This design comes from an exercise in tuning for small area, a short achievable clock period and few clock cycles on the open sky130 flow, not from production work.
The RTL was checked by simulation tests, not by an equivalence proof against the original design.
No activity file was given, so power comes from the tool's default toggle rates.

// fp_mod_issuer
module fp_mod_issuer
(
    input  logic           clk,
    input  logic           rst_n,
    input  logic           req_valid,
    output logic           req_ready,
    input  logic [1:0]     req_op,
    input  logic [W-1:0]   req_x,
    input  logic [W-1:0]   req_y,
    output logic           rsp_valid,
    input  logic           rsp_ready,
    output logic [W-1:0]   rsp_data,
    output logic           mod_enable,
    output logic [2*W-1:0] mod_a,
    output logic           mod_a_sign,
    input  logic           mod_done,
    input  logic [W-1:0]   mod_result
);
    localparam int K  = 14;          
    localparam int D  = K / 2;       
    localparam int NS = 5;           
    localparam int AW = W + K + 2;   
    localparam int FW = 2*W - (NS-1)*K;  
    logic           s0v;             
    logic [1:0]     s0op;
    logic [W-1:0]   xr, yr;          
    logic [2:0]     cnt;             
    logic           nfirst;          
    logic           inj;             
    logic [D-1:0]   b_one, b_two, b_neg;  
    logic           fpend;           
    logic           f_as, f_sub;     
    logic [AW-1:0]  acc_s, acc_c;
    logic           cu, cv;          
    logic           pneg;            
    logic [(NS-1)*K-1:0] res;        
    logic           mv;              
    logic [2*W-1:0] moda_q;          
    logic           moda_ext;        
    logic           busy;            
  ...
For scale: roughly 4,100 cells after synthesis, roughly 400 I/O pins, ~48,000 sq um of cells after synthesis.
Settings: LEC_CHECK=0, CAP_MARGIN=20, CORE_MARGIN=2, CORE_UTILIZATION=60, CTS_CLUSTER_DIAMETER=80, CTS_CLUSTER_SIZE=22, PLACE_DENSITY=0.72, SETUP_SLACK_MARGIN=2.5, SLEW_MARGIN=20; clock period 6.0 ns.
standard.sh (not shown) runs the stock make flow with config.mk's settings and CLKGATE_MAP_FILE= SYNTH_SCRIPT=/design/flow/synth_recipe.tcl, a recipe that flattens the netlist after the stock synthesis.
==> flow/flow/run.sh <==
#!/bin/bash
# Own layout flow: the standard synthesis, then removal of the inverters
# that synthesis leaves between full-adder cells (flow/invpush.py, which uses
# FA(~a,~b,~c) = ~FA(a,b,c) and xor2 <-> xnor2 swaps; registers untouched),
# then the standard layout from that netlist.
set -euo pipefail
R=orfs/results/${FLOW_PLATFORM}/fp_mod_issuer/base
bash standard.sh synth > synth.log 2>&1
cp "$R/1_2_yosys.v" "$R/1_2_yosys.std.v"
if python3 flow/invpush.py "$R/1_2_yosys.std.v" "$R/1_2_yosys.inv.v" > invpush.log 2>&1; then
    cp "$R/1_2_yosys.inv.v" "$R/1_2_yosys.v"
    rm -f "$R/1_synth.odb" "$R/1_synth.sdc"
fi
bash standard.sh finish > layout.log 2>&1
Other scripts of this flow, unchanged in this note and not shown: flow/flow/invpush.py
The baseline produced a clean layout.
Testbench counts at the start, summed over its fixed seeds: cycles 6,227.
Edit:
--- a/flow/config.mk
+++ b/flow/config.mk
@@ -9,6 +9,6 @@
 export CORE_MARGIN = 2
-export CORE_UTILIZATION = 60
+export CORE_UTILIZATION = 56
 export CTS_CLUSTER_DIAMETER = 80
 export CTS_CLUSTER_SIZE = 22
-export PLACE_DENSITY = 0.72
+export PLACE_DENSITY = 0.7
 export SETUP_SLACK_MARGIN = 2.5
=>
- global-route usage decreases by 3.9 points
- synthesized area does not change
- final area went down slightly
- utilization shrinks by 4.9 points
- final cell count went up slightly
- power grows slightly
- routed wire length came out lower by a few percent
Edit:
--- a/flow/config.mk
+++ b/flow/config.mk
@@ -9,6 +9,6 @@
 export CORE_MARGIN = 2
-export CORE_UTILIZATION = 56
+export CORE_UTILIZATION = 50
 export CTS_CLUSTER_DIAMETER = 80
 export CTS_CLUSTER_SIZE = 22
-export PLACE_DENSITY = 0.7
+export PLACE_DENSITY = 0.65
 export SETUP_SLACK_MARGIN = 2.5
Effect:
- The new run completed without violations
- combinational power is higher by about 2%
- clock-buffer cell count increases by 4
- die area grows by 12%
- cell count came out higher by 2.8%
- final area climbs by 1.3%
- wire length went up by about 2.3%
- core utilization decreases by 6.9 points
- critical path depth goes down by 4
- global-route usage drops by 3.3 points
- area after synthesis does not change
Edit:
--- a/flow/config.mk
+++ b/flow/config.mk
@@ -10,4 +10,2 @@
 export CORE_UTILIZATION = 50
-export CTS_CLUSTER_DIAMETER = 80
-export CTS_CLUSTER_SIZE = 22
 export PLACE_DENSITY = 0.65
The changed run completed with no timing, DRC or antenna violations.
Setup slack gains 0.014 ns.
Critical path depth fell by 1.
Clock power increases by 36%.
Power rises by 3.3%.
Wire length came out higher by 0.76%.
Cell count rose by about 0.8%.
Core utilization is higher by 1.1 points.
Hold slack improved by 0.0066 ns.
Edit:
--- a/flow/config.mk
+++ b/flow/config.mk
@@ -10,2 +10,4 @@
 export CORE_UTILIZATION = 50
+export CTS_CLUSTER_DIAMETER = 100
+export CTS_CLUSTER_SIZE = 30
 export PLACE_DENSITY = 0.65
=> The new run completed with no timing, DRC or antenna violations; sequential share of layout area goes up by 0.66 points; register-to-register slack stays flat; non-clock buffer count goes up by 24; die area stays the same; clock-buffer cell count drops by 46; routed wire length hardly moves; worst hold slack is about the same; utilization shrinks by 1.3 points; power went down by 3.9%.

==> separate check: timing with driven ports <==
Ports are ideal in the flow. The routed layouts listed here were re-timed in OpenROAD.
Step 1 assumes that a clkbuf_16 drives the clock port and a buf_2 every other input.
Step 2 adds t to the input delays and takes it off the output delays; t is the mean of the earliest and latest rising clock arrival at the registers after step 1. Input paths then give back, and output paths get back, about the clock's delay inside the block.
Three values: no drivers, after step 1, after step 2; two values: the first two.
| run | shift t [ns] | slack for setup (ns) | worst setup path after step 2 | slew at the worst register clock pin (ns) | pins driven straight from the clock port |
|---|---|---|---|---|---|
| the first run | 0.710 | 2.463 / 2.463 / 1.874 | input to register | 0.10 / 0.10 | 1 |
| the second run | 0.705 | 2.407 / 2.407 / 1.884 | input to register | 0.10 / 0.10 | 1 |
| the third run | 0.746 | 2.429 / 2.429 / 1.851 | input to register | 0.10 / 0.10 | 1 |
| the fourth run | 0.723 | 2.443 / 2.443 / 1.892 | input to register | 0.07 / 0.07 | 1 |
| the fifth run | 0.723 | 2.428 / 2.428 / 1.845 | input to register | 0.12 / 0.12 | 1 |
After both steps every run listed still meets setup and hold. The setup slack of the first run, which loses most, moves by 0.000 ns with the drivers and by -0.589 ns with both steps.
